From an optimization exercise on the open Yosys and OpenROAD flow, aimed at small area, a short achievable clock period and few clock cycles per item; shortcuts taken in it are not production practice.
At most, simulation tests tie the RTL to the original design; equivalence was not proved.
The RTL of runs 1, 3 and 4 was laid out without a check of its function.
Power and IR drop assume default switching activity.

`flow/config.mk`:
```
export PLATFORM = sky130hd
export DESIGN_NAME = rgb_to_hsv_pixel_top
export DESIGN_NICKNAME = rgb_to_hsv_pixel_top
export VERILOG_FILES = /design/flow/design.v
export SDC_FILE = /design/flow/constraint.sdc
export NUM_CORES = 4
export LEC_CHECK = 0
export CAP_MARGIN = 20
export CORE_MARGIN = 2
export CORE_UTILIZATION = 60
export CTS_CLUSTER_DIAMETER = 70
export CTS_CLUSTER_SIZE = 25
export SLEW_MARGIN = 20
```
`flow/constraint.sdc`:
```
create_clock -name core_clock -period 12.0 [get_ports {clk}]
set_input_delay 2.4000 -clock core_clock [delete_from_list [all_inputs] [get_ports {clk}]]
set_output_delay 2.4000 -clock core_clock [all_outputs]
set_load 0.01 [all_outputs]
```
`flow/design.v`:
```
package rhp_pkg;
  localparam int unsigned ChanW = 16;
  localparam int unsigned Steps = 16;   
endpackage
module rhp_front (
  input  logic [15:0] r,
  input  logic [15:0] g,
  input  logic [15:0] b,
  output logic [15:0] vmax,
  output logic [15:0] gap,
  output logic [15:0] mag,
  output logic [1:0]  sect,   
  output logic        neg
);
  logic [16:0] d_rg, d_gr, d_gb, d_bg, d_br, d_rb;
  logic        lt_rg, lt_gb, lt_br, lt_rb;
  logic        red, green;
  always_comb begin
    d_rg = {1'b0, r} - {1'b0, g};
    d_gr = {1'b0, g} - {1'b0, r};
    d_gb = {1'b0, g} - {1'b0, b};
    d_bg = {1'b0, b} - {1'b0, g};
    d_br = {1'b0, b} - {1'b0, r};
    d_rb = {1'b0, r} - {1'b0, b};
    lt_rg = d_rg[16];   
    lt_gb = d_gb[16];   
    lt_br = d_br[16];   
    lt_rb = d_rb[16];   
    red   = !lt_rg && !lt_rb;
    green = !red && !lt_gb;
    if (red) begin
      sect = 2'd0;
      vmax = r;
      gap  = lt_gb ? d_rg[15:0] : d_rb[15:0];
      neg  = lt_gb;
      mag  = lt_gb ? d_bg[15:0] : d_gb[15:0];
    end else if (green) begin
      sect = 2'd1;
      vmax = g;
      gap  = lt_rb ? d_gr[15:0] : d_gb[15:0];
      neg  = lt_br;
      mag  = lt_br ? d_rb[15:0] : d_br[15:0];
    end else begin
      sect = 2'd2;
      vmax = b;
      gap  = lt_rg ? d_br[15:0] : d_bg[15:0];
      neg  = lt_rg;
      mag  = lt_rg ? d_gr[15:0] : d_rg[15:0];
    end
  end
endmodule
module rhp_cell #(
  parameter int unsigned QW = 0,   
  parameter int unsigned QI = (QW == 0) ? 1 : QW   
) (
  input  logic        clk,
  input  logic        rst,
  input  logic        en,
  input  logic        in_v,
  input  logic [15:0] in_hrem,
  input  logic [15:0] in_srem,
  input  logic [15:0] in_gap,
  input  logic [15:0] in_vmax,
  input  logic [1:0]  in_sect,
  input  logic        in_neg,
  input  logic [QI-1:0] in_hq,
  input  logic [QI-1:0] in_sq,
  output logic        out_v,
  output logic [15:0] out_hrem,
  output logic [15:0] out_srem,
  output logic [15:0] out_gap,
  output logic [15:0] out_vmax,
  output logic [1:0]  out_sect,
  output logic        out_neg,
  output logic [QW:0] out_hq,
  output logic [QW:0] out_sq
);
  logic [16:0] h_t, h_d, s_t, s_d;
  logic        h_ge, s_ge;
  logic [QW:0] h_qn, s_qn;
  if (QW == 0) begin : g_first
    assign h_qn = h_ge;
    assign s_qn = s_ge;
  end else begin : g_next
    assign h_qn = {in_hq[QW-1:0], h_ge};
    assign s_qn = {in_sq[QW-1:0], s_ge};
  end
  always_comb begin
    h_t   = {in_hrem, 1'b0};
    h_d   = h_t - {1'b0, in_gap};
    h_ge  = !h_d[16];
    s_t   = {in_srem, 1'b0};
    s_d   = s_t - {1'b0, in_vmax};
    s_ge  = !s_d[16];
  end
  always_ff @(posedge clk) begin
    if (rst) out_v <= 1'b0;
    else if (en) out_v <= in_v;
  end
  logic [15:0] h_next, s_next;
  always_comb begin
    h_next = (h_d[15:0] & {16{en && h_ge}}) | (h_t[15:0] & {16{en && !h_ge}})
           | (out_hrem & {16{!en}});
    s_next = (s_d[15:0] & {16{en && s_ge}}) | (s_t[15:0] & {16{en && !s_ge}})
           | (out_srem & {16{!en}});
  end
  always_ff @(posedge clk) begin
    out_hrem <= h_next;
    out_srem <= s_next;
  end
  always_ff @(posedge clk) begin
    if (en) begin
      out_gap  <= in_gap;
      out_vmax <= in_vmax;
      out_sect <= in_sect;
      out_neg  <= in_neg;
      out_hq   <= h_qn;
      out_sq   <= s_qn;
    end
  end
endmodule
module rhp_back (
  input  logic [15:0] hrem,
  input  logic [15:0] srem,
  input  logic [15:0] gap,
  input  logic [15:0] vmax,
  input  logic [1:0]  sect,
  input  logic        neg,
  input  logic [15:0] hq,
  input  logic [15:0] sq,
  output logic [18:0] hue,
  output logic [16:0] sat
);
  logic        h_q0, s_q0, grey, cin, cout;
  logic [16:0] h_x, h_inc, low;
  logic [16:0] s_inc;
  logic [1:0]  top;
  always_comb begin
    h_q0 = {hrem, 1'b0} >= {1'b0, gap};
    s_q0 = {srem, 1'b0} >= {1'b0, vmax};
    grey = (gap == 16'd0);
    h_x          = {1'b0, hq} ^ {17{neg}};
    {cout, h_inc} = {1'b0, h_x} + 18'd1;
    s_inc        = {1'b0, sq} + 17'd1;
    cin = h_q0 ^ neg;
    low = cin ? h_inc : h_x;
    case (sect)
      2'd0:    top = neg ? ((cin && cout) ? 2'd0 : 2'd2) : 2'd0;
      2'd1:    top = neg ? ((cin && cout) ? 2'd1 : 2'd0) : 2'd1;
      default: top = neg ? ((cin && cout) ? 2'd2 : 2'd1) : 2'd2;
    endcase
    hue = {top, low};
    sat = s_q0 ? s_inc : {1'b0, sq};
    if (grey) begin
      hue = '0;
      sat = '0;
    end
  end
endmodule
module rgb_to_hsv_pixel_top (
  input  logic        clk,
  input  logic        rst,
  input  logic        pix_valid,
  output logic        pix_ready,
  input  logic [15:0] pix_red,
  input  logic [15:0] pix_green,
  input  logic [15:0] pix_blue,
  output logic        hsv_valid,
  input  logic        hsv_ready,
  output logic [18:0] hsv_hue,
  output logic [16:0] hsv_saturation,
  output logic [15:0] hsv_brightness
);
  localparam int unsigned N = rhp_pkg::Steps;
  logic        en;
  logic        k_v, o_v, rdy;
  logic        v0;
  logic [15:0] r0, g0, b0;
  always_ff @(posedge clk) begin
    if (rst) v0 <= 1'b0;
    else if (en) v0 <= pix_valid;
  end
  always_ff @(posedge clk) begin
    if (en) begin
      r0 <= pix_red;
      g0 <= pix_green;
      b0 <= pix_blue;
    end
  end
  logic [15:0] f_vmax, f_gap, f_mag;
  logic [1:0]  f_sect;
  logic        f_neg;
  rhp_front u_front (
    .r(r0), .g(g0), .b(b0),
    .vmax(f_vmax), .gap(f_gap), .mag(f_mag), .sect(f_sect), .neg(f_neg)
  );
  logic        v1;
  logic [15:0] hrem1, srem1, gap1, vmax1;
  logic [1:0]  sect1;
  logic        neg1;
  always_ff @(posedge clk) begin
    if (rst) v1 <= 1'b0;
    else if (en) v1 <= v0;
  end
  always_ff @(posedge clk) begin
    if (en) begin
      hrem1 <= f_mag;
      srem1 <= f_gap;
      gap1  <= f_gap;
      vmax1 <= f_vmax;
      sect1 <= f_sect;
      neg1  <= f_neg;
    end
  end
  logic [N:0]       c_v;
  logic [15:0]      c_hrem [0:N];
  logic [15:0]      c_srem [0:N];
  logic [15:0]      c_gap  [0:N];
  logic [15:0]      c_vmax [0:N];
  logic [1:0]       c_sect [0:N];
  logic [N:0]       c_neg;
  function automatic integer QO(input integer i);
    QO = (i == 0) ? 0 : i * (i - 1) / 2 + 1;
  endfunction
  logic [N*(N+1)/2:0] c_hq;
  logic [N*(N+1)/2:0] c_sq;
  assign c_v[0]    = v1;
  assign c_hrem[0] = hrem1;
  assign c_srem[0] = srem1;
  assign c_gap[0]  = gap1;
  assign c_vmax[0] = vmax1;
  assign c_sect[0] = sect1;
  assign c_neg[0]  = neg1;
  assign c_hq[0] = 1'b0;
  assign c_sq[0] = 1'b0;
  for (genvar i = 0; i < N; i++) begin : g_cell
    rhp_cell #(.QW(i)) u_cell (
      .clk(clk), .rst(rst), .en(en),
      .in_v(c_v[i]), .in_hrem(c_hrem[i]), .in_srem(c_srem[i]), .in_gap(c_gap[i]),
      .in_vmax(c_vmax[i]), .in_sect(c_sect[i]), .in_neg(c_neg[i]),
      .in_hq(c_hq[QO(i) +: ((i == 0) ? 1 : i)]), .in_sq(c_sq[QO(i) +: ((i == 0) ? 1 : i)]),
      .out_v(c_v[i+1]), .out_hrem(c_hrem[i+1]), .out_srem(c_srem[i+1]),
      .out_gap(c_gap[i+1]), .out_vmax(c_vmax[i+1]), .out_sect(c_sect[i+1]),
      .out_neg(c_neg[i+1]),
      .out_hq(c_hq[QO(i+1) +: i+1]), .out_sq(c_sq[QO(i+1) +: i+1])
    );
  end
  logic [18:0] b_hue;
  logic [16:0] b_sat;
  rhp_back u_back (
    .hrem(c_hrem[N]), .srem(c_srem[N]), .gap(c_gap[N]), .vmax(c_vmax[N]),
    .sect(c_sect[N]), .neg(c_neg[N]), .hq(c_hq[QO(N) +: N]), .sq(c_sq[QO(N) +: N]),
    .hue(b_hue), .sat(b_sat)
  );
  logic [18:0] k_hue;
  logic [16:0] k_sat;
  logic [15:0] k_bright;
  logic        push, pop;
  assign en   = !k_v;
  assign push = en && c_v[N];
  assign pop  = o_v && hsv_ready;
  always_ff @(posedge clk) begin
    if (rst) begin
      o_v <= 1'b0;
      k_v <= 1'b0;
      rdy <= 1'b1;
    end else begin
      if (k_v) begin
        o_v <= 1'b1;
        k_v <= !pop;
        rdy <= pop;
      end else begin
        o_v <= push || (o_v && !pop);
        k_v <= push && o_v && !pop;
        rdy <= !(push && o_v && !pop);
      end
    end
  end
  logic        take_k, take_p, keep_o;
  logic [51:0] o_word, o_next;
  assign take_k = k_v && pop;
  assign take_p = !k_v && push && (!o_v || pop);
  assign keep_o = !take_k && !take_p;
  assign o_word = {hsv_hue, hsv_saturation, hsv_brightness};
  assign o_next = ({k_hue, k_sat, k_bright} & {52{take_k}})
                | ({b_hue, b_sat, c_vmax[N]} & {52{take_p}})
                | (o_word & {52{keep_o}});
  always_ff @(posedge clk) begin
    {hsv_hue, hsv_saturation, hsv_brightness} <= o_next;
  end
  always_ff @(posedge clk) begin
    if (!k_v && push && o_v && !pop) begin
      k_hue    <= b_hue;
      k_sat    <= b_sat;
      k_bright <= c_vmax[N];
    end
  end
  assign hsv_valid = o_v;
  assign pix_ready = rdy;
endmodule
```
`flow/flow/run.sh`:
```
#!/bin/bash
# Standard synthesis and layout; the layout's timing repair aims for extra setup slack.
set -euo pipefail
bash standard.sh synth > synth.log 2>&1
bash standard.sh SETUP_SLACK_MARGIN=8.4 finish > layout.log 2>&1
```
`flow/standard.sh`:
```
#!/bin/bash
# synth_recipe.tcl (not shown) runs the flow's synth.tcl, then flattens the netlist and writes it again
# the make line also repeats each setting of config.mk as NAME=value (left out here)
make -C /OpenROAD-flow-scripts/flow DESIGN_CONFIG=/design/flow/config.mk WORK_HOME=/design/flow/orfs CLKGATE_MAP_FILE= SYNTH_SCRIPT=/design/flow/synth_recipe.tcl "${@:-finish}"
```
==> metrics.csv, run 1 <==
stage;metric;value;unit
drt;routed vias/inst;5.80;
global_routing;largest net degree at the start of global routing;251;
yosys;Cells after Synth;8466;
yosys;register area share after synthesis;0.477;
sta;Worst-Margin Slew;1090;ps
drt;# DRC;0;
global_routing;grt ovf;0;
critical_path;Worst R2R Path Depth;14;
yosys;syn avg cell area;10.2;um2
die;Rows;139;
clock_network;# hold bufs at CTS;0;
critical_path;R2R Path Start;r0[5];
placement;gpl congestion;0.900;
sta;final hold violations;0;
drt;via count;61100;
clock_network;clk sink count;1568;
final_layout;non-filler cells, final;10500;
yosys;largest cells by area after synthesis;edfxtp_1 34%, dfxtp_1 14%, ha_1 8.8%;
yosys;asr flop ratio synth;0;
yosys;Synth cell types;88;
power_and_ir_drop;PwrDens;321;nW/um2
placement;IO buf count;105;
critical_path;Worst Path Required;9600;ps
power_and_ir_drop;P_leak;40.1;nW
placement;placed insts;10200;
die;die area;147000;um2
worst_hold_path;WHS Endpoint;g_cell[1].u_cell.out_sect[1];
critical_path;cells along the critical path;buf_6;
sta;fmax;275;MHz
sta;unrepaired setup endpoints after global routing;true;
final_layout;ant diodes;0;
sta;Final setup viols;0;
final_layout;area delta synth->final;9.60;%
critical_path;startpoint types;flop;
worst_hold_path;hold depth;0;
global_routing;vias in the first global route;58600;
die;initial core utilization;0.603;
global_routing;first-pass GRT wire length;309;mm
yosys;Main synth FF type;edfxtp_1;
flow_run;number of max-capacitance violations reported;0;
critical_path;Setup CP Type;flop to output port;
sta;clock skew;20.8;ps
drt;drt total wl;193;mm
global_routing;initial antenna violation count;1;
final_layout;commonest non-fill, non-tap cell in the layout;edfxtp_1;
final_layout;share of layout cells above drive strength 1;0.0731;
clock_network;H-tree levels;3;
placement;dpl hpwl;139;mm
die;die width;383;um
global_routing;Total Routing Usage GR;0.256;
worst_hold_path;HP Class;flop to flop;
drt;number of DRC markers in iteration 0;4093;
sta;post-layout min period;3640;ps
critical_path;CP top delay family;flip-flops;
die;core outline area;143000;um2
die;die height;383;um
power_and_ir_drop;maximum VDD drop;0.307;mV
critical_path;FF-to-FF setup slack;8420;ps
die;I/O Pins;106;
critical_path;worst r2r dst;gap1[13];
drt;drt first pass iters;5;
sta;Period Utilization, post-route;0.304;
clock_network;Worst-path clk slew;100;ps
drt;WL per Instance;18.3;um
critical_path;Slowest-stage cell, CP;dfxtp_4;
critical_path;count of buffer and inverter cells on the critical path;1;
yosys;area share of the largest cell type after synthesis;0.342;
worst_hold_path;Worst Min Path Start;g_cell[0].u_cell.out_sect[1];
placement;worst slack, placed;7030;ps
yosys;leading area contributor after synthesis;edfxtp_1;
sta;final slew viol count;0;
sta;Setup TNS;0;ps
yosys;area of the mapped netlist;86400;um2
critical_path;maximum fanout along the worst path;2;
sta;Slew HR;0.276;
yosys;syn nets;9163;
sta;Setup WS post-layout;8360;ps
final_layout;Final nets;9237;
clock_network;clock buffer depth;3;
critical_path;Max stage delay on crit path;370;ps
critical_path;crit path DAT;1240;ps
clock_network;Root Driver;clkbuf_16;
drt;post-route ant nets;0;
final_layout;most frequent cells in the layout;983 x edfxtp_1, 848 x nand2_1, 757 x inv_1;
clock_network;worst skew pair latency;740;ps
clock_network;CTS tree;done;
yosys;EDFF count, synth;983;
clock_network;CTS Buf Count;109;
run_status;outcome;no timing/DRC/antenna violations;
critical_path;Crit. End Element;output port;
yosys;synth warn;29;
yosys;Synth Register Bits;1568;
cell usage after synthesis, drive strengths merged, types with 13 or more instances:
cell type  number
dfxtp         585
o311ai         62
a21oi         334
nand2         852
or4b           15
ha            607
nand2b         70
nor4           38
nor4b          13
fa             38
o211ai         66
o21a           99
edfxtp        983
o21bai         65
a21o          191
buf           118
o2111ai        35
a2111o         20
and2           51
nor3          232
a22oi          40
or2            32
nand3b         25
clkbuf        179
a211o          39
o31ai          30
inv           760
xnor2         322
o311a          13
nand3         199
a31oi          90
or3            54
nor3b          14
xor2          183
nand4          24
nor2          411
a311oi         18
o21ai         725
a211oi         42
a31o           14
nor2b          71
mux2i         482
mux2           16
a2bb2oi        20
and3           69
power breakdown:
| part | internal, mW | switching, mW | total [mW] |
|---|---|---|---|
| registers | 8.32 | 1.57 | 9.89 |
| clock network | 1.96 | 2.10 | 4.06 |
| logic | 7.69 | 8.72 | 16.4 |
sequential cells by signal, summed over array words and instances, names as in the netlist, 16 cells and up:
register	flops
g_cell.u_cell.out_hq	136
hsv_saturation	17
g_cell.u_cell.out_neg	16
gap1	16
g_cell.u_cell.out_srem	256
g_cell.u_cell.out_v	16
k_sat	17
g_cell.u_cell.out_hrem	256
k_hue	19
b0	16
hsv_brightness	16
vmax1	16
hsv_hue	19
r0	16
k_bright	16
g_cell.u_cell.out_sq	136
hrem1	16
g_cell.u_cell.out_gap	256
g0	16
g_cell.u_cell.out_sect	32
g_cell.u_cell.out_vmax	256
layer usage:
layer	track usage	wire, um	vias to the layer above
met5	0	0	-
li1	-	-	30600
met4	0.0693	5560	0
met2	0.451	95100	1069
met1	0.337	85800	29200
met3	0.0261	6860	309
metrics by stage:
| stage | instance area, um2 | power, mW | hold WS, ps | utilization |
|---|---|---|---|---|
| 3_3_place_gp | 89000 | 25.4 | 401 | 0.621 |
| 3_5_place_dp | 89100 | 26.0 | 405 | 0.621 |
| 2_1_floorplan | 86400 | 22.5 | 400 | - |
| 4_1_cts | 93800 | 30.2 | 418 | 0.655 |
| 5_1_grt | 94600 | 32.8 | 424 | 0.660 |
| 6_report | 94600 | 30.4 | 413 | 0.660 |
timing repair:
item,4_1_cts,5_1_grt
resized for setup,405,75
endpoints found under the setup margin,217,275
buffers inserted,37,48
pin swaps,8,21
gates cloned,6,5
worst max-delay path by stage:
stage | cells after the start | slack, ps | start | endpoint
final | 1 | 8360 | hsv_brightness[8] | hsv_brightness[8]
after global routing | 1 | 8310 | hsv_brightness[8] | hsv_brightness[8]
after CTS | 1 | 8300 | hsv_brightness[10] | hsv_brightness[10]
after detailed placement | 12 | 7030 | r0[1] | hrem1[3]
after global placement | 8 | 7100 | hsv_ready | hsv_hue[7]
after floorplan | 1 | 7940 | hsv_ready | k_bright[0]
kinds of logic (layout without fill, tap and decap cells):
group | after synthesis | after routing | share of synthesized area
mux | 498 | 498 | 0.0580
buf+inv | 1057 | 1226 | 0.0495
simple gates | 2201 | 2202 | 0.119
xor+xnor | 505 | 505 | 0.0512
fa+ha+maj | 645 | 645 | 0.0968
compound gates | 1992 | 1993 | 0.148
flops | 1568 | 1568 | 0.477
cell type report:
cell class,instances,area [um2]
Clock buffer,130,2910
Clock inverter,78,981
Fill cell,11600,48700
Inverter,760,2870
Multi-Input combinational cell,5843,41400
Sequential cell,1568,41300
Tap cell,1903,2380
Timing Repair Buffer,258,2750
==> inputs of run 2 (changes only) <==
--- a/flow/design.v
+++ b/flow/design.v
@@ -79,2 +79,3 @@
   logic        h_ge, s_ge;
+  logic [15:0] h_rem, s_rem;
   logic [QW:0] h_qn, s_qn;
@@ -91,2 +92,3 @@
     h_ge  = !h_d[16];
+    h_rem = h_ge ? h_d[15:0] : h_t[15:0];
     s_t   = {in_srem, 1'b0};
@@ -94,2 +96,3 @@
     s_ge  = !s_d[16];
+    s_rem = s_ge ? s_d[15:0] : s_t[15:0];
   end
@@ -99,15 +102,6 @@
   end
-  logic [15:0] h_next, s_next;
-  always_comb begin
-    h_next = (h_d[15:0] & {16{en && h_ge}}) | (h_t[15:0] & {16{en && !h_ge}})
-           | (out_hrem & {16{!en}});
-    s_next = (s_d[15:0] & {16{en && s_ge}}) | (s_t[15:0] & {16{en && !s_ge}})
-           | (out_srem & {16{!en}});
-  end
-  always_ff @(posedge clk) begin
-    out_hrem <= h_next;
-    out_srem <= s_next;
-  end
   always_ff @(posedge clk) begin
     if (en) begin
+      out_hrem <= h_rem;
+      out_srem <= s_rem;
       out_gap  <= in_gap;
@@ -133,5 +127,4 @@
 );
-  logic        h_q0, s_q0, grey, cin, cout;
-  logic [16:0] h_x, h_inc, low;
-  logic [16:0] s_inc;
+  logic        h_q0, s_q0, grey, cout;
+  logic [16:0] low;
   logic [1:0]  top;
@@ -141,14 +134,10 @@
     grey = (gap == 16'd0);
-    h_x          = {1'b0, hq} ^ {17{neg}};
-    {cout, h_inc} = {1'b0, h_x} + 18'd1;
-    s_inc        = {1'b0, sq} + 17'd1;
-    cin = h_q0 ^ neg;
-    low = cin ? h_inc : h_x;
+    {cout, low} = {1'b0, {1'b0, hq} ^ {17{neg}}} + {17'd0, h_q0 ^ neg};
     case (sect)
-      2'd0:    top = neg ? ((cin && cout) ? 2'd0 : 2'd2) : 2'd0;
-      2'd1:    top = neg ? ((cin && cout) ? 2'd1 : 2'd0) : 2'd1;
-      default: top = neg ? ((cin && cout) ? 2'd2 : 2'd1) : 2'd2;
+      2'd0:    top = neg ? (cout ? 2'd0 : 2'd2) : 2'd0;
+      2'd1:    top = neg ? (cout ? 2'd1 : 2'd0) : 2'd1;
+      default: top = neg ? (cout ? 2'd2 : 2'd1) : 2'd2;
     endcase
     hue = {top, low};
-    sat = s_q0 ? s_inc : {1'b0, sq};
+    sat = {1'b0, sq} + {16'd0, s_q0};
     if (grey) begin
@@ -278,13 +267,14 @@
   end
-  logic        take_k, take_p, keep_o;
-  logic [51:0] o_word, o_next;
-  assign take_k = k_v && pop;
-  assign take_p = !k_v && push && (!o_v || pop);
-  assign keep_o = !take_k && !take_p;
-  assign o_word = {hsv_hue, hsv_saturation, hsv_brightness};
-  assign o_next = ({k_hue, k_sat, k_bright} & {52{take_k}})
-                | ({b_hue, b_sat, c_vmax[N]} & {52{take_p}})
-                | (o_word & {52{keep_o}});
-  always_ff @(posedge clk) begin
-    {hsv_hue, hsv_saturation, hsv_brightness} <= o_next;
+  always_ff @(posedge clk) begin
+    if (k_v) begin
+      if (pop) begin
+        hsv_hue        <= k_hue;
+        hsv_saturation <= k_sat;
+        hsv_brightness <= k_bright;
+      end
+    end else if (push && (!o_v || pop)) begin
+      hsv_hue        <= b_hue;
+      hsv_saturation <= b_sat;
+      hsv_brightness <= c_vmax[N];
+    end
   end
==> flow/run.sh (new file) <==
#!/bin/bash
# synth_recipe.tcl (not shown) runs the flow's synth.tcl, then flattens the netlist and writes it again
# the make line also repeats each setting of config.mk as NAME=value (left out here)
make -C /OpenROAD-flow-scripts/flow DESIGN_CONFIG=/design/flow/config.mk WORK_HOME=/design/flow/orfs CLKGATE_MAP_FILE= SYNTH_SCRIPT=/design/flow/synth_recipe.tcl finish
--- a/flow/config.mk
+++ b/flow/config.mk
@@ -9,5 +9,3 @@
 export CORE_MARGIN = 2
-export CORE_UTILIZATION = 60
-export CTS_CLUSTER_DIAMETER = 70
-export CTS_CLUSTER_SIZE = 25
+export CORE_UTILIZATION = 40
 export SLEW_MARGIN = 20
removed: flow/flow/run.sh
removed: flow/standard.sh
==> run 2 against run 1 <==
Still clean. Power grew 0.12%. Via count shrank 16%. Clock power grew 28%. Critical path depth is the same. Fmax shrank 13%. Sequential power grew 4%. Non-clock buffer count shrank 115. Worst setup slack lost 520 ps. Sequential cell count is the same. Synthesized cell count shrank 19%. Critical path type unchanged. Largest power group unchanged.
==> metrics.csv, run 2 <==
stage;metric;value;unit;change
yosys;synth warn;29;;unchanged
die;die area;218000;um2;was 147,000 um2
placement;IO buf count;105;;unchanged
die;Rows;169;;was 139
drt;via count;51100;;was 61.1k
critical_path;startpoint types;flop;;unchanged
final_layout;commonest non-fill, non-tap cell in the layout;edfxtp_1;;unchanged
sta;unrepaired setup endpoints after global routing;false;;was true
critical_path;Worst R2R Path Depth;12;;was 14
global_routing;largest net degree at the start of global routing;213;;was 251
worst_hold_path;hold depth;0;;unchanged
yosys;asr flop ratio synth;0;;unchanged
drt;WL per Instance;15.5;um;was 18.3 um
clock_network;Worst-path clk slew;60;ps;was 100 ps
yosys;area of the mapped netlist;85800;um2;was 86,400 um2
drt;routed vias/inst;5.09;;was 5.80
clock_network;Root Driver;clkbuf_16;;unchanged
global_routing;vias in the first global route;52900;;was 58.6k
worst_hold_path;HP Class;flop to flop;;unchanged
yosys;EDFF count, synth;1547;;was 983
sta;final hold violations;0;;unchanged
critical_path;CP top delay family;buffers and inverters;;was flip-flops
sta;fmax;240;MHz;was 275 MHz
yosys;most common cell in the synthesized netlist;edfxtp_1;;unchanged
power_and_ir_drop;maximum VDD drop;0.152;mV;was 0.307 mV
drt;M1 WL;62.7;mm;was 85.8 mm
clock_network;postcts setup bufs;0;;was 37
final_layout;area delta synth->final;11.6;%;was 9.60%
final_layout;Layout fillers;19100;;was 11.6k
critical_path;Max stage delay on crit path;560;ps;was 370 ps
sta;Worst-Margin Slew;1160;ps;was 1090 ps
yosys;largest cells by area after synthesis;edfxtp_1 54%, ha_1 8.9%, mux2_2 3.9%;;was edfxtp_1 34%, dfxtp_1 14%, ha_1 8.8%
sta;post-layout min period;4160;ps;was 3640 ps
sta;Slew HR;0.230;;was 0.276
critical_path;Crit. End Element;output port;;unchanged
drt;drt total wl;155;mm;was 193 mm
drt;Top Layer Used;met4;;unchanged
flow_run;number of max-capacitance violations reported;0;;unchanged
final_layout;share of layout cells above drive strength 1;0.111;;was 0.0731
yosys;syn avg cell area;12.4;um2;was 10.2 um2
drt;# DRC;0;;unchanged
sta;Final setup viols;0;;unchanged
die;I/O Pins;106;;unchanged
clock_network;CTS tree;done;;unchanged
power_and_ir_drop;P_leak;38.7;nW;was 40.1 nW
die;core outline area;213000;um2;was 143,000 um2
die;initial core utilization;0.403;;was 0.603
critical_path;worst setup path start;o_v;;was hsv_brightness[8]
clock_network;H-tree levels;4;;was 3
die;die height;467;um;was 383 um
drt;post-route ant nets;0;;unchanged
power_and_ir_drop;PwrDens;318;nW/um2;was 321 nW/um2
run_status;outcome;no timing/DRC/antenna violations;;unchanged
yosys;Cells after Synth;6895;;was 8,466
global_routing;grt ovf;0;;unchanged
clock_network;Resized Gates After CTS;0;;was 405
clock_network;clock buffer depth;3;;unchanged
sta;clock skew;52.4;ps;was 20.8 ps
critical_path;maximum fanout along the worst path;5;;was 2
placement;gpl congestion;0.938;;was 0.900
die;die width;467;um;was 383 um
global_routing;Total Routing Usage GR;0.142;;was 0.256
sta;Period Utilization, post-route;0.347;;was 0.304
critical_path;Crit. path cell count;1;;unchanged
sta;final slew viol count;0;;unchanged
drt;number of DRC markers in iteration 0;2486;;was 4,093
critical_path;worst r2r dst;g_cell[0].u_cell.out_srem[6];;was gap1[13]
final_layout;most frequent cells in the layout;1,547 x edfxtp_1, 742 x inv_1, 609 x ha_1;;was 983 x edfxtp_1, 848 x nand2_1, 757 x inv_1
critical_path;Worst Path Required;9600;ps;about the same
critical_path;count of buffer and inverter cells on the critical path;1;;unchanged
yosys;syn nets;7594;;was 9,163
clock_network;worst skew pair latency;820;ps;was 740 ps
yosys;Synth cell types;85;;was 88
yosys;leading area contributor after synthesis;edfxtp_1;;unchanged
final_layout;fin util;0.450;;was 0.660
critical_path;cells along the critical path;clkdlybuf4s50_1;;was buf_6
drt;drt first pass iters;9;;was 5
global_routing;initial antenna violation count;1;;unchanged
yosys;Synth Register Bits;1568;;unchanged
clock_network;clk sink count;1568;;unchanged
clock_network;# hold bufs at CTS;0;;unchanged
drt;metal3 WL;5.21;mm;was 6.86 mm
global_routing;first-pass GRT wire length;257;mm;was 309 mm
yosys;Main synth FF type;edfxtp_1;;unchanged
final_layout;Final nets;7782;;was 9,237
final_layout;footprint of the multi-input gates;35400;um2;was 41,400 um2
placement;dpl hpwl;113;mm;was 139 mm
yosys;Post-synth top cells;1,547 x edfxtp_1, 742 x inv_1, 609 x ha_1, 423 x a21oi_1, 383 x nand2_1;;was 983 x edfxtp_1, 852 x nand2_1, 759 x inv_1, 688 x o21ai_0, 607 x ha_1
yosys;register area share after synthesis;0.547;;was 0.477
yosys;area share of the largest cell type after synthesis;0.542;;was 0.342
critical_path;crit path DAT;1760;ps;was 1240 ps
drt;met2 WL post-DR;82.0;mm;was 95.1 mm
clock_network;CTS Buf Count;172;;was 109
critical_path;Worst setup endpoint;hsv_valid;;was hsv_brightness[8]
critical_path;Slowest-stage cell, CP;clkdlybuf4s50_1;;was dfxtp_4
sta;Setup TNS;0;ps;unchanged
critical_path;Setup CP Type;flop to output port;;unchanged
critical_path;FF-to-FF setup slack;7900;ps;was 8420 ps
final_layout;total area of sequential cells;46900;um2;was 41,300 um2
critical_path;R2R Path Start;vmax1[2];;was r0[5]
[run 2: cell types whose count changed in the layout (fill, tap and decap cells not counted), sizes merged, moves of 72 or more]
cell | before | now
nor3 | 232 | 121
a21oi | 335 | 444
dfxtp | 585 | 21
nand2 | 852 | 383
mux2i | 482 | 126
nor2 | 412 | 300
o21ai | 725 | 264
mux2 | 16 | 421
clkbuf | 135 | 207
buf | 198 | 38
edfxtp | 983 | 1547
[run 2: power breakdown]
part	switching [mW]	total (mW)	leakage [nW]	internal (mW)
registers	1.04	10.3	16.5	9.27
clock network	2.17	5.21	2.71	3.03
logic	7.27	14.9	19.4	7.61
total	10.5	30.4	38.7	19.9
[run 2: logic make-up after synthesis]
family          Yosys count  synth area share
flops                  1568             0.547
compound gates         1451             0.112
simple gates           1276            0.0709
buf+inv                 872            0.0414
fa+ha+maj               647            0.0977
mux                     547            0.0737
xor+xnor                534            0.0573
[run 2: metrics by stage]
| stage | setup slack [ps] | instances | hold WS, ps | cell area (um2) | power [mW] |
|---|---|---|---|---|---|
| 3_5_place_dp | 7690 | 9728 | 405 | 90000 | 25.3 |
| 6_report | 7840 | 10000 | 381 | 95700 | 30.4 |
| 4_1_cts | 7720 | 10000 | 375 | 95600 | 30.7 |
| 2_1_floorplan | 1120 | 6895 | 400 | 85800 | 22.5 |
| 5_1_grt | 7480 | 10000 | 381 | 95700 | 32.7 |
| 3_3_place_gp | 7670 | 9728 | 400 | 90000 | 24.8 |
[run 2: routing by layer]
| metal | track usage | up-vias |
|---|---|---|
| met1 | 0.156 | 24400 |
| met2 | 0.269 | 767 |
| li1 | - | 25600 |
| met4 | 0.0560 | 0 |
| met3 | 0.0227 | 318 |
| met5 | 0 | - |
[run 2: worst min-delay path by stage]
stage	from	to	slack, ps
after floorplan	neg1	g_cell[0].u_cell.out_neg	400
after global placement	g_cell[13].u_cell.out_hq[1]	g_cell[14].u_cell.out_hq[2]	400
after detailed placement	g_cell[9].u_cell.out_sect[0]	g_cell[10].u_cell.out_sect[0]	400
after CTS	g_cell[7].u_cell.out_sq[5]	g_cell[8].u_cell.out_sq[6]	370
after global routing	g_cell[4].u_cell.out_sq[1]	g_cell[5].u_cell.out_sq[2]	380
final	g_cell[7].u_cell.out_sq[5]	g_cell[8].u_cell.out_sq[6]	380
[run 2: final cells by class]
type / instances / share of cell area
Sequential cell: 1568 / 0.490
Timing Repair Buffer: 143 / 0.0149
Multi-Input combinational cell: 4455 / 0.370
Clock inverter: 103 / 0.0125
Clock buffer: 207 / 0.0466
Tap cell: 2821 / 0.0369
Inverter: 743 / 0.0292
Antenna cell: 1 / 0.0000261
Testbench counts of run 2, summed over its fixed seeds: cycles 12,152, items 12,000.
==> inputs of run 3 (changes only) <==
--- a/flow/design.v
+++ b/flow/design.v
@@ -79,3 +79,2 @@
   logic        h_ge, s_ge;
-  logic [15:0] h_rem, s_rem;
   logic [QW:0] h_qn, s_qn;
@@ -90,10 +89,8 @@
     h_t   = {in_hrem, 1'b0};
-    h_d   = h_t - {1'b0, in_gap};
-    h_ge  = !h_d[16];
-    h_rem = h_ge ? h_d[15:0] : h_t[15:0];
     s_t   = {in_srem, 1'b0};
-    s_d   = s_t - {1'b0, in_vmax};
-    s_ge  = !s_d[16];
-    s_rem = s_ge ? s_d[15:0] : s_t[15:0];
   end
+  rhp_sub u_hsub (.t(h_t), .d(in_gap),  .diff(h_d[15:0]), .ge(h_ge));
+  rhp_sub u_ssub (.t(s_t), .d(in_vmax), .diff(s_d[15:0]), .ge(s_ge));
+  assign h_d[16] = 1'b0;
+  assign s_d[16] = 1'b0;
   always_ff @(posedge clk) begin
@@ -102,6 +99,15 @@
   end
+  logic [15:0] h_next, s_next;
+  always_comb begin
+    h_next = (h_d[15:0] & {16{en && h_ge}}) | (h_t[15:0] & {16{en && !h_ge}})
+           | (out_hrem & {16{!en}});
+    s_next = (s_d[15:0] & {16{en && s_ge}}) | (s_t[15:0] & {16{en && !s_ge}})
+           | (out_srem & {16{!en}});
+  end
+  always_ff @(posedge clk) begin
+    out_hrem <= h_next;
+    out_srem <= s_next;
+  end
   always_ff @(posedge clk) begin
     if (en) begin
-      out_hrem <= h_rem;
-      out_srem <= s_rem;
       out_gap  <= in_gap;
@@ -115,2 +121,119 @@
 endmodule
+module rhp_sub (
+  input  logic [16:0] t,
+  input  logic [15:0] d,
+  output logic [15:0] diff,
+  output logic        ge
+);
+  logic [16:0] nb, g, p, gp, pp;
+  logic [17:0] c;
+  assign nb = ~{1'b0, d};
+  assign g  = t & nb;
+  assign p  = t ^ nb;
+  assign gp = {g[16:1], g[0] | p[0]};
+  assign pp = {p[16:1], 1'b0};
+  assign c[0] = 1'b1;
+  logic g0, p0;
+  assign g0 = gp[1] | (pp[1] & gp[0]);
+  assign p0 = pp[1] & pp[0];
+  logic g1, p1;
+  assign g1 = gp[3] | (pp[3] & gp[2]);
+  assign p1 = pp[3] & pp[2];
+  logic g2, p2;
+  assign g2 = gp[5] | (pp[5] & gp[4]);
+  assign p2 = pp[5] & pp[4];
+  logic g3, p3;
+  assign g3 = gp[7] | (pp[7] & gp[6]);
+  assign p3 = pp[7] & pp[6];
+  logic g4, p4;
+  assign g4 = gp[9] | (pp[9] & gp[8]);
+  assign p4 = pp[9] & pp[8];
+  logic g5, p5;
+  assign g5 = gp[11] | (pp[11] & gp[10]);
+  assign p5 = pp[11] & pp[10];
+  logic g6, p6;
+  assign g6 = gp[13] | (pp[13] & gp[12]);
+  assign p6 = pp[13] & pp[12];
+  logic g7, p7;
+  assign g7 = gp[15] | (pp[15] & gp[14]);
+  assign p7 = pp[15] & pp[14];
+  logic g8, p8;
+  assign g8 = g1 | (p1 & g0);
+  assign p8 = p1 & p0;
+  logic g9, p9;
+  assign g9 = g3 | (p3 & g2);
+  assign p9 = p3 & p2;
+  logic g10, p10;
+  assign g10 = g5 | (p5 & g4);
+  assign p10 = p5 & p4;
+  logic g11, p11;
+  assign g11 = g7 | (p7 & g6);
+  assign p11 = p7 & p6;
+  logic g12, p12;
+  assign g12 = g9 | (p9 & g8);
+  assign p12 = p9 & p8;
+  logic g13, p13;
+  assign g13 = g11 | (p11 & g10);
+  assign p13 = p11 & p10;
+  logic g14, p14;
+  assign g14 = g13 | (p13 & g12);
+  assign p14 = p13 & p12;
+  logic g15, p15;
+  assign g15 = g10 | (p10 & g12);
+  assign p15 = p10 & p12;
+  logic g16, p16;
+  assign g16 = g2 | (p2 & g8);
+  assign p16 = p2 & p8;
+  logic g17, p17;
+  assign g17 = g4 | (p4 & g12);
+  assign p17 = p4 & p12;
+  logic g18, p18;
+  assign g18 = g6 | (p6 & g15);
+  assign p18 = p6 & p15;
+  logic g19, p19;
+  assign g19 = gp[2] | (pp[2] & g0);
+  assign p19 = pp[2] & p0;
+  logic g20, p20;
+  assign g20 = gp[4] | (pp[4] & g8);
+  assign p20 = pp[4] & p8;
+  logic g21, p21;
+  assign g21 = gp[6] | (pp[6] & g16);
+  assign p21 = pp[6] & p16;
+  logic g22, p22;
+  assign g22 = gp[8] | (pp[8] & g12);
+  assign p22 = pp[8] & p12;
+  logic g23, p23;
+  assign g23 = gp[10] | (pp[10] & g17);
+  assign p23 = pp[10] & p17;
+  logic g24, p24;
+  assign g24 = gp[12] | (pp[12] & g15);
+  assign p24 = pp[12] & p15;
+  logic g25, p25;
+  assign g25 = gp[14] | (pp[14] & g18);
+  assign p25 = pp[14] & p18;
+  logic g26, p26;
+  assign g26 = gp[16] | (pp[16] & g14);
+  assign p26 = pp[16] & p14;
+  assign c[1] = gp[0];
+  assign c[2] = g0;
+  assign c[3] = g19;
+  assign c[4] = g8;
+  assign c[5] = g20;
+  assign c[6] = g16;
+  assign c[7] = g21;
+  assign c[8] = g12;
+  assign c[9] = g22;
+  assign c[10] = g17;
+  assign c[11] = g23;
+  assign c[12] = g15;
+  assign c[13] = g24;
+  assign c[14] = g18;
+  assign c[15] = g25;
+  assign c[16] = g14;
+  assign c[17] = g26;
+  logic [16:0] sum;
+  assign sum  = p ^ c[16:0];
+  assign diff = sum[15:0];
+  assign ge   = c[17];
+endmodule
 module rhp_back (
@@ -127,4 +250,5 @@
 );
-  logic        h_q0, s_q0, grey, cout;
-  logic [16:0] low;
+  logic        h_q0, s_q0, grey, cin, cout;
+  logic [16:0] h_x, h_inc, low;
+  logic [16:0] s_inc;
   logic [1:0]  top;
@@ -134,10 +258,14 @@
     grey = (gap == 16'd0);
-    {cout, low} = {1'b0, {1'b0, hq} ^ {17{neg}}} + {17'd0, h_q0 ^ neg};
+    h_x          = {1'b0, hq} ^ {17{neg}};
+    {cout, h_inc} = {1'b0, h_x} + 18'd1;
+    s_inc        = {1'b0, sq} + 17'd1;
+    cin = h_q0 ^ neg;
+    low = cin ? h_inc : h_x;
     case (sect)
-      2'd0:    top = neg ? (cout ? 2'd0 : 2'd2) : 2'd0;
-      2'd1:    top = neg ? (cout ? 2'd1 : 2'd0) : 2'd1;
-      default: top = neg ? (cout ? 2'd2 : 2'd1) : 2'd2;
+      2'd0:    top = neg ? ((cin && cout) ? 2'd0 : 2'd2) : 2'd0;
+      2'd1:    top = neg ? ((cin && cout) ? 2'd1 : 2'd0) : 2'd1;
+      default: top = neg ? ((cin && cout) ? 2'd2 : 2'd1) : 2'd2;
     endcase
     hue = {top, low};
-    sat = {1'b0, sq} + {16'd0, s_q0};
+    sat = s_q0 ? s_inc : {1'b0, sq};
     if (grey) begin
@@ -267,14 +395,13 @@
   end
+  logic        take_k, take_p, keep_o;
+  logic [51:0] o_word, o_next;
+  assign take_k = k_v && pop;
+  assign take_p = !k_v && push && (!o_v || pop);
+  assign keep_o = !take_k && !take_p;
+  assign o_word = {hsv_hue, hsv_saturation, hsv_brightness};
+  assign o_next = ({k_hue, k_sat, k_bright} & {52{take_k}})
+                | ({b_hue, b_sat, c_vmax[N]} & {52{take_p}})
+                | (o_word & {52{keep_o}});
   always_ff @(posedge clk) begin
-    if (k_v) begin
-      if (pop) begin
-        hsv_hue        <= k_hue;
-        hsv_saturation <= k_sat;
-        hsv_brightness <= k_bright;
-      end
-    end else if (push && (!o_v || pop)) begin
-      hsv_hue        <= b_hue;
-      hsv_saturation <= b_sat;
-      hsv_brightness <= c_vmax[N];
-    end
+    {hsv_hue, hsv_saturation, hsv_brightness} <= o_next;
   end
==> flow/flow/run.sh (new file) <==
#!/bin/bash
# Standard synthesis and layout; the layout's timing repair aims for extra setup slack.
set -euo pipefail
bash standard.sh synth > synth.log 2>&1
bash standard.sh SETUP_SLACK_MARGIN=8.4 finish > layout.log 2>&1
==> flow/standard.sh (new file) <==
#!/bin/bash
# synth_recipe.tcl (not shown) runs the flow's synth.tcl, then flattens the netlist and writes it again
# the make line also repeats each setting of config.mk as NAME=value (left out here)
make -C /OpenROAD-flow-scripts/flow DESIGN_CONFIG=/design/flow/config.mk WORK_HOME=/design/flow/orfs CLKGATE_MAP_FILE= SYNTH_SCRIPT=/design/flow/synth_recipe.tcl "${@:-finish}"
--- a/flow/config.mk
+++ b/flow/config.mk
@@ -9,3 +9,5 @@
 export CORE_MARGIN = 2
-export CORE_UTILIZATION = 40
+export CORE_UTILIZATION = 60
+export CTS_CLUSTER_DIAMETER = 70
+export CTS_CLUSTER_SIZE = 25
 export SLEW_MARGIN = 20
removed: flow/run.sh
==> run 3 against run 2 <==
Still clean. Design area fell by 7.1%. Highest routed layer unchanged. Wire length rose by 5.3%. Cell count fell by 9.5%. Synthesized cell count rose by 4.1%. Critical endpoint is now hsv_saturation[7]. Sequential power fell by 7%.
==> metrics.csv, run 3 <==
stage;metric;value;unit;change
run_status;outcome;no timing/DRC/antenna violations;;unchanged
final_layout;commonest non-fill, non-tap cell in the layout;edfxtp_1;;unchanged
drt;# DRC;0;;unchanged
worst_hold_path;HP Class;flop to flop;;unchanged
sta;unrepaired setup endpoints after global routing;true;;was false
die;core outline area;134000;um2;was 213,000 um2
power_and_ir_drop;P_sw;10.1;mW;was 10.5 mW
final_layout;most frequent cells in the layout;983 x edfxtp_1, 727 x inv_1, 672 x nand2_1;;was 1,547 x edfxtp_1, 742 x inv_1, 609 x ha_1
final_layout;total area of sequential cells;41300;um2;was 46,900 um2
sta;final hold violations;0;;unchanged
yosys;Synth Register Bits;1568;;unchanged
yosys;Cells after Synth;7175;;was 6,895
yosys;largest family of logic cells by synthesized area;adder cells;;was compound AO/OA/AOI/OAI gates
critical_path;startpoint types;flop;;unchanged
yosys;synth warn;29;;unchanged
global_routing;initial antenna violation count;0;;was 1
critical_path;Max stage delay on crit path;370;ps;was 560 ps
drt;number of DRC markers in iteration 0;3040;;was 2,486
final_layout;post-layout instance area;88900;um2;was 95,700 um2
sta;Period Utilization, post-route;0.301;;was 0.347
critical_path;cells along the critical path;buf_6;;was clkdlybuf4s50_1
final_layout;share of layout cells above drive strength 1;0.0790;;was 0.111
drt;via count;51500;;was 51.1k
final_layout;Layout fillers;10200;;was 19.1k
yosys;syn nets;8064;;was 7,594
global_routing;vias in the first global route;52000;;was 52.9k
sta;Final setup viols;0;;unchanged
critical_path;Crit. End Element;output port;;unchanged
sta;post-layout min period;3620;ps;was 4160 ps
yosys;Compound-Gate Fraction of Synth Area;0.142;;was 0.112
placement;placed insts;8823;;was 9,728
yosys;mux cell area share after synthesis;0.0346;;was 0.0737
power_and_ir_drop;maximum VDD drop;0.193;mV;was 0.152 mV
critical_path;crit path DAT;1220;ps;was 1760 ps
power_and_ir_drop;cell internal pwr;15.9;mW;was 19.9 mW
yosys;area share of the largest cell type after synthesis;0.365;;was 0.542
placement;IO buf count;105;;unchanged
final_layout;area delta synth->final;9.88;%;was 11.6%
yosys;xor-xnor portion of the synthesized cell area;0.0337;;was 0.0573
clock_network;worst skew pair latency;740;ps;was 820 ps
sta;Worst-Margin Slew;1060;ps;was 1160 ps
yosys;area of the mapped netlist;80900;um2;was 85,800 um2
clock_network;clk sink count;1568;;unchanged
global_routing;Total Routing Usage GR;0.238;;was 0.142
clock_network;Worst-path clk slew;90;ps;was 60 ps
power_and_ir_drop;Clock Power Share;0.157;;was 0.171
sta;clock skew;43.9;ps;was 52.4 ps
yosys;syn avg cell area;11.3;um2;was 12.4 um2
sta;Setup TNS;0;ps;unchanged
critical_path;FF-to-FF setup slack;8400;ps;was 7900 ps
die;I/O Pins;106;;unchanged
critical_path;Setup CP Type;flop to output port;;unchanged
yosys;most common cell in the synthesized netlist;edfxtp_1;;unchanged
placement;placed instance area;83600;um2;was 90,000 um2
power_and_ir_drop;PwrDens;293;nW/um2;was 318 nW/um2
power_and_ir_drop;Net Sw Frac;0.389;;was 0.345
global_routing;largest net degree at the start of global routing;234;;was 213
yosys;fraction of the mapped netlist area in simple logic gates;0.0773;;was 0.0709
drt;WL per Instance;18.0;um;was 15.5 um
clock_network;Root Driver;clkbuf_16;;unchanged
sta;fmax;276;MHz;was 240 MHz
global_routing;grt ovf;0;;unchanged
yosys;largest cells by area after synthesis;edfxtp_1 36%, dfxtp_1 14%, ha_1 8.9%;;was edfxtp_1 54%, ha_1 8.9%, mux2_2 3.9%
clock_network;CTS tree;done;;unchanged
sta;final slew viol count;0;;unchanged
final_layout;ant diodes;0;;was 1
yosys;Main synth FF type;edfxtp_1;;unchanged
yosys;EDFF count, synth;983;;was 1,547
power_and_ir_drop;P_leak;38.2;nW;was 38.7 nW
final_layout;non-filler cells, final;9083;;was 10.0k
critical_path;Worst Path Required;9600;ps;about the same
placement;gpl congestion;0.888;;was 0.938
die;Rows;134;;was 169
final_layout;footprint of the multi-input gates;36300;um2;was 35,400 um2
clock_network;clock buffer depth;3;;unchanged
clock_network;CTS Buf Count;106;;was 172
critical_path;count of buffer and inverter cells on the critical path;1;;unchanged
global_routing;first-pass GRT wire length;267;mm;was 257 mm
power_and_ir_drop;total power;26.0;mW;was 30.4 mW
yosys;adder-cell area share of the yosys netlist;0.154;;was 0.0977
critical_path;maximum fanout along the worst path;2;;was 5
yosys;register area share after synthesis;0.510;;was 0.547
flow_run;number of max-capacitance violations reported;0;;unchanged
critical_path;Slowest-stage cell, CP;dfxtp_4;;was clkdlybuf4s50_1
final_layout;Final nets;8110;;was 7,782
drt;routed vias/inst;5.67;;was 5.09
die;die width;371;um;was 467 um
yosys;Post-synth top cells;983 x edfxtp_1, 728 x inv_1, 675 x nand2_1, 585 x dfxtp_1, 575 x ha_1;;was 1,547 x edfxtp_1, 742 x inv_1, 609 x ha_1, 423 x a21oi_1, 383 x nand2_1
die;die height;371;um;was 467 um
sta;Slew HR;0.290;;was 0.230
drt;post-route ant nets;0;;unchanged
power_and_ir_drop;Comb pwr share;0.473;;was 0.489
drt;drt first pass iters;7;;was 9
die;initial core utilization;0.606;;was 0.403
drt;drt total wl;164;mm;was 155 mm
clock_network;H-tree levels;3;;was 4
critical_path;CP top delay family;flip-flops;;was buffers and inverters
placement;dpl hpwl;116;mm;was 113 mm
yosys;Synth cell types;83;;was 85
yosys;leading area contributor after synthesis;edfxtp_1;;unchanged
power_and_ir_drop;Flop pwr share;0.370;;was 0.339
yosys;asr flop ratio synth;0;;unchanged
die;die area;138000;um2;was 218,000 um2
==> run 3: kinds of logic after synthesis <==
family | Yosys count
XOR/XNOR | 311
adder cells (fa/ha/maj) | 837
buffers and inverters | 1028
AND/OR/NAND/NOR | 1405
AO/OA/AOI/OAI | 1755
multiplexers | 271
flip-flops | 1568
==> run 3: worst paths after layout <==
path / from / to / depth (start not counted)
setup / recovery: hsv_saturation[7] / hsv_saturation[7] / 1
hold / removal: g_cell[14].u_cell.out_sq[7] / g_cell[15].u_cell.out_sq[8] / 0
setup reg to reg: g0[0] / hrem1[6] / 13
hold reg to reg: g_cell[14].u_cell.out_sq[7] / g_cell[15].u_cell.out_sq[8] / 0
==> run 3: final cells by class <==
cell class | instances | area share
flip-flops and latches | 1568 | 0.465
multi-input cells | 4582 | 0.408
inverters | 748 | 0.0319
clock buffers | 125 | 0.0318
repair buffers | 215 | 0.0253
well taps | 1768 | 0.0249
clock inverters | 77 | 0.0130
==> run 3: power groups by stage <==
| stage | Clock (mW) | Combinational [mW] | Sequential, mW |
|---|---|---|---|
| after floorplan | 0 | 9.69 | 9.24 |
| after global placement | 0 | 11.6 | 9.70 |
| after detailed placement | 0 | 12.1 | 9.77 |
| after CTS | 4.19 | 12.3 | 9.66 |
| after global routing | 4.39 | 14.1 | 9.93 |
| final | 4.08 | 12.3 | 9.63 |
==> run 3: metal layers <==
metal  up-vias  routed length [um]  GRT usage
met5         -                   0          0
met4         0                6510     0.0925
met3       253                5060     0.0261
met2       767               83100      0.431
met1     24900               68900      0.291
li1      25600                   -          -
==> run 3: repair_timing <==
item | CTS | global route
endpoints found under the hold margin | 0 | 0
buffers inserted | 25 | 26
hold buffers | 0 | 0
endpoints found under the setup margin | 322 | 220
gates resized for setup | 390 | 59
pin swaps | 9 | 13
cloned | 4 | 3
==> run 3: metrics by stage <==
step                setup slack (ps)  hold slack [ps]  utilization
floorplan                       7940              400            -
global placement                7050              400        0.626
detailed placement              7010              405        0.626
CTS                             8310              421        0.661
global route                    8320              420        0.665
finish                          8380              418        0.665
==> inputs of run 4 (changes only) <==
--- a/flow/design.v
+++ b/flow/design.v
@@ -8,2 +8,5 @@
   input  logic [15:0] b,
+  input  logic        ge_rg,   
+  input  logic        ge_gb,   
+  input  logic        ge_rb,   
   output logic [15:0] vmax,
@@ -11,40 +14,23 @@
   output logic [15:0] mag,
-  output logic [1:0]  sect,   
+  output logic [1:0]  sect,    
   output logic        neg
 );
-  logic [16:0] d_rg, d_gr, d_gb, d_bg, d_br, d_rb;
-  logic        lt_rg, lt_gb, lt_br, lt_rb;
-  logic        red, green;
+  logic        red, green, blue;
+  logic        med_r, med_g, min_r, min_g;
+  logic [15:0] vmed, vmin;
   always_comb begin
-    d_rg = {1'b0, r} - {1'b0, g};
-    d_gr = {1'b0, g} - {1'b0, r};
-    d_gb = {1'b0, g} - {1'b0, b};
-    d_bg = {1'b0, b} - {1'b0, g};
-    d_br = {1'b0, b} - {1'b0, r};
-    d_rb = {1'b0, r} - {1'b0, b};
-    lt_rg = d_rg[16];   
-    lt_gb = d_gb[16];   
-    lt_br = d_br[16];   
-    lt_rb = d_rb[16];   
-    red   = !lt_rg && !lt_rb;
-    green = !red && !lt_gb;
-    if (red) begin
-      sect = 2'd0;
-      vmax = r;
-      gap  = lt_gb ? d_rg[15:0] : d_rb[15:0];
-      neg  = lt_gb;
-      mag  = lt_gb ? d_bg[15:0] : d_gb[15:0];
-    end else if (green) begin
-      sect = 2'd1;
-      vmax = g;
-      gap  = lt_rb ? d_gr[15:0] : d_gb[15:0];
-      neg  = lt_br;
-      mag  = lt_br ? d_rb[15:0] : d_br[15:0];
-    end else begin
-      sect = 2'd2;
-      vmax = b;
-      gap  = lt_rg ? d_br[15:0] : d_bg[15:0];
-      neg  = lt_rg;
-      mag  = lt_rg ? d_gr[15:0] : d_rg[15:0];
-    end
+    red   = ge_rg && ge_rb;
+    green = !ge_rg && ge_gb;
+    blue  = !red && !green;
+    med_r = ge_rg ^ ge_rb;
+    med_g = !ge_rg ^ ge_gb;
+    min_r = !ge_rg && !ge_rb;
+    min_g = ge_rg && !ge_gb;
+    vmax = red ? r : (green ? g : b);
+    vmed = med_r ? r : (med_g ? g : b);
+    vmin = min_r ? r : (min_g ? g : b);
+    gap  = vmax - vmin;
+    mag  = vmed - vmin;
+    sect = red ? 2'd0 : (green ? 2'd1 : 2'd2);
+    neg  = red ? !ge_gb : (green ? ge_rb : !ge_rg);
   end
@@ -295,2 +281,3 @@
   logic [15:0] r0, g0, b0;
+  logic        ge_rg0, ge_gb0, ge_rb0;
   always_ff @(posedge clk) begin
@@ -304,2 +291,5 @@
       b0 <= pix_blue;
+      ge_rg0 <= pix_red >= pix_green;
+      ge_gb0 <= pix_green >= pix_blue;
+      ge_rb0 <= pix_red >= pix_blue;
     end
@@ -310,3 +300,3 @@
   rhp_front u_front (
-    .r(r0), .g(g0), .b(b0),
+    .r(r0), .g(g0), .b(b0), .ge_rg(ge_rg0), .ge_gb(ge_gb0), .ge_rb(ge_rb0),
     .vmax(f_vmax), .gap(f_gap), .mag(f_mag), .sect(f_sect), .neg(f_neg)
==> run 4 against run 3 <==
Sequential cell count grew 3. Clock skew is 21 ps lower. Wire length is 9.0% lower. Synthesized cell count decreased by 6.8%. Non-clock buffer count fell by 8. Critical path type is now input port to flop. Largest cell class unchanged.
==> metrics.csv, run 4 <==
stage;metric;value;unit;change
sta;Setup TNS;0;ps;unchanged
final_layout;Final nets;7647;;was 8,110
drt;WL per Instance;17.3;um;was 18.0 um
worst_hold_path;hold depth;0;;unchanged
yosys;largest cells by area after synthesis;edfxtp_1 38%, dfxtp_1 15%, ha_1 9.0%;;was edfxtp_1 36%, dfxtp_1 14%, ha_1 8.9%
yosys;register area share after synthesis;0.525;;was 0.510
worst_hold_path;HP Class;flop to flop;;unchanged
worst_hold_path;WHS Endpoint;g_cell[2].u_cell.out_hq[1];;was g_cell[15].u_cell.out_sq[8]
clock_network;CTS Buf Count;108;;was 106
flow_run;number of max-capacitance violations reported;0;;unchanged
drt;number of DRC markers in iteration 0;3070;;was 3,040
die;die height;366;um;was 371 um
yosys;syn avg cell area;11.8;um2;was 11.3 um2
final_layout;most frequent cells in the layout;986 x edfxtp_1, 745 x inv_1, 550 x ha_1;;was 983 x edfxtp_1, 727 x inv_1, 672 x nand2_1
global_routing;Total Routing Usage GR;0.221;;was 0.238
clock_network;Worst-path clk slew;90;ps;about the same
yosys;area of the mapped netlist;78700;um2;was 80,900 um2
drt;routed vias/inst;5.60;;was 5.67
critical_path;FF-to-FF setup slack;8440;ps;was 8400 ps
die;die area;134000;um2;was 138,000 um2
drt;via count;48200;;was 51.5k
yosys;Post-synth top cells;986 x edfxtp_1, 750 x inv_1, 585 x dfxtp_1, 563 x ha_1, 501 x nand2_1;;was 983 x edfxtp_1, 728 x inv_1, 675 x nand2_1, 585 x dfxtp_1, 575 x ha_1
global_routing;vias in the first global route;48800;;was 52.0k
critical_path;R2R Path Start;ge_gb0;;was g0[0]
sta;Final setup viols;0;;unchanged
die;initial core utilization;0.606;;about the same
critical_path;startpoint types;input port;;was flop
critical_path;maximum fanout along the worst path;3;;was 2
yosys;asr flop ratio synth;0;;unchanged
final_layout;share of layout cells above drive strength 1;0.0894;;was 0.0790
yosys;EDFF count, synth;986;;was 983
final_layout;area delta synth->final;9.88;%;about the same
placement;IO buf count;105;;unchanged
clock_network;# hold bufs at CTS;0;;unchanged
yosys;leading area contributor after synthesis;edfxtp_1;;unchanged
sta;Period Utilization, post-route;0.312;;was 0.301
die;I/O Pins;106;;unchanged
critical_path;Crit. End Element;flop;;was output port
die;core outline area;130000;um2;was 134,000 um2
sta;Setup WS post-layout;8250;ps;was 8380 ps
power_and_ir_drop;P_leak;36.9;nW;was 38.2 nW
clock_network;clock buffer depth;3;;unchanged
drt;drt total wl;149;mm;was 164 mm
power_and_ir_drop;maximum VDD drop;0.203;mV;was 0.193 mV
clock_network;CTS tree;done;;unchanged
final_layout;Layout fillers;9997;;was 10.2k
placement;worst slack, placed;6800;ps;was 7010 ps
global_routing;grt ovf;0;;unchanged
placement;gpl congestion;0.835;;was 0.888
drt;post-route ant nets;0;;unchanged
global_routing;initial antenna violation count;1;;was 0
run_status;outcome;no timing/DRC/antenna violations;;unchanged
critical_path;Worst R2R Path Depth;15;;was 13
yosys;synth warn;29;;unchanged
yosys;Synth cell types;80;;was 83
yosys;area share of the largest cell type after synthesis;0.376;;was 0.365
global_routing;first-pass GRT wire length;247;mm;was 267 mm
yosys;most common cell in the synthesized netlist;edfxtp_1;;unchanged
sta;fmax;267;MHz;was 276 MHz
sta;Slew HR;0.253;;was 0.290
critical_path;worst r2r dst;hrem1[15];;was hrem1[6]
die;die width;366;um;was 371 um
critical_path;Worst Path Required;12470;ps;was 9600 ps
yosys;syn nets;7560;;was 8,064
yosys;Synth Register Bits;1571;;was 1,568
yosys;Cells after Synth;6687;;was 7,175
sta;final slew viol count;0;;unchanged
sta;clock skew;23.2;ps;was 43.9 ps
drt;# DRC;0;;unchanged
critical_path;crit path DAT;4220;ps;was 1220 ps
yosys;Main synth FF type;edfxtp_1;;unchanged
sta;post-layout min period;3750;ps;was 3620 ps
placement;dpl hpwl;104;mm;was 116 mm
clock_network;Root Driver;clkbuf_16;;unchanged
die;Rows;132;;was 134
sta;final hold violations;0;;unchanged
critical_path;Setup CP Type;input port to flop;;was flop to output port
sta;unrepaired setup endpoints after global routing;true;;unchanged
worst_hold_path;Worst Min Path Start;g_cell[1].u_cell.out_hq[0];;was g_cell[14].u_cell.out_sq[7]
final_layout;commonest non-fill, non-tap cell in the layout;edfxtp_1;;unchanged
sta;Worst-Margin Slew;1120;ps;was 1060 ps
clock_network;clk sink count;1571;;was 1,568
global_routing;largest net degree at the start of global routing;218;;was 234
drt;drt first pass iters;5;;was 7
clock_network;worst skew pair latency;740;ps;about the same
final_layout;ant diodes;0;;unchanged
power_and_ir_drop;PwrDens;317;nW/um2;was 293 nW/um2
clock_network;H-tree levels;3;;unchanged
[run 4: changes by cell type after synthesis, moves of 28 or more]
cell and change:
nand2_1 -174, a21o_1 -151, mux2_2 +28, a22o_1 -57, xnor2_1 -45, nand2b_1 -59
mux2i_1 +68, clkbuf_1 -38, o21bai_1 +80, nor3_1 +70, a21oi_1 -32, nor2_1 -81
o21ai_0 -82
[run 4: cell families after synthesis]
logic type | after synthesis | share of synthesized area
flip-flops | 1571 | 0.525
AO/OA/AOI/OAI | 1509 | 0.125
AND/OR/NAND/NOR | 1134 | 0.0653
adder cells (fa/ha/maj) | 821 | 0.155
XOR/XNOR | 287 | 0.0320
multiplexers | 363 | 0.0471
buffers and inverters | 1002 | 0.0502
[run 4: repair_timing]
item	in CTS	in global routing
gates cloned	1	2
buffers inserted	21	31
gates resized for setup	417	79
endpoints found under the setup margin	251	164
pin swaps	23	42
[run 4: worst max-delay path by stage]
| stage | start | endpoint | slack, ps | depth (start not counted) |
|---|---|---|---|---|
| floorplan | pix_red[0] | ge_rb0 | 7830 | 11 |
| global placement | pix_red[0] | ge_rb0 | 6780 | 12 |
| detailed placement | pix_red[0] | ge_rg0 | 6800 | 12 |
| CTS | pix_green[0] | ge_rg0 | 8100 | 11 |
| global route | pix_green[0] | ge_rg0 | 8230 | 11 |
| finish | pix_green[0] | ge_rg0 | 8250 | 11 |
[run 4: worst max-delay path, stage by stage]
cell and delay (ps):
buf_2 140, ha_4 230, nand2b_4 120, a21o_1 140, a21o_1 150, a21o_1 160, a21o_1 190, a2111oi_4 310
o21ai_2 130, a21oi_2 160, o21ai_1 80
[run 4: report_power, final]
group / internal, mW / switching, mW / leakage [nW]
sequential: 8.44 / 1.68 / 15.1
combinational: 6.28 / 6.93 / 19.9
clock: 1.91 / 2.18 / 1.91
[run 4: layer usage]
layer | share of wire | global-route usage | vias up
li1 | - | - | 24100
met1 | 0.44 | 0.286 | 23400
met2 | 0.51 | 0.397 | 570
met3 | 0.027 | 0.0264 | 211
met4 | 0.023 | 0.0540 | 0
met5 | 0 | 0 | -
[run 4: through the flow]
step / area, um2 / instances / util / hold WS [ps] / power, mW
finish: 86400 / 8612 / 0.666 / 411 / 27.4
global route: 86400 / 8612 / 0.666 / 411 / 30.0
CTS: 85800 / 8579 / 0.661 / 414 / 27.5
detailed placement: 81400 / 8351 / 0.627 / 405 / 23.3
global placement: 81400 / 8351 / 0.627 / 400 / 22.8
floorplan: 78800 / 6687 / - / 400 / 20.2
[run 4: layout make-up]
| type | instances | area [um2] | area share |
|---|---|---|---|
| repair buffers | 207 | 2060 | 0.0239 |
| clock inverters | 86 | 1120 | 0.0130 |
| well taps | 1742 | 2180 | 0.0252 |
| inverters | 772 | 2930 | 0.0339 |
| multi-input cells | 4114 | 33900 | 0.392 |
| clock buffers | 120 | 2840 | 0.0329 |
| flip-flops and latches | 1571 | 41400 | 0.479 |

[afterwards: timing with drivers on the ports]
The results above use ideal ports. As a check the final layouts listed here were re-extracted and re-timed, cells and wires unchanged. Step 1 (the two cells are an assumption about what drives the block):
set clk [get_ports {clk}]
set_driving_cell -lib_cell sky130_fd_sc_hd__clkbuf_16 $clk
set_driving_cell -lib_cell sky130_fd_sc_hd__buf_2 [delete_from_list [all_inputs] $clk]
Step 2 adds t to the input delays and takes it off the output delays; t is the mean of the earliest and latest rising clock arrival at the registers after step 1. Input paths then give back, and output paths get back, about the clock's delay inside the block. Slacks: ideal / step 1 / step 2; pairs: ideal / step 1.
run	t (ns)	slack for setup (ns)	pins driven straight from the clock port
run 1	0.812	8.357 / 8.277 / 8.001	1
run 2	0.875	7.836 / 7.753 / 7.689	1
run 3	0.800	8.383 / 8.303 / 7.753	1
run 4	0.797	8.252 / 8.294 / 7.497	1
After both steps setup and hold are still met in every run listed. For run 4, which loses most, drivers alone change the setup slack by +0.042 ns; drivers and shift together by -0.755 ns.
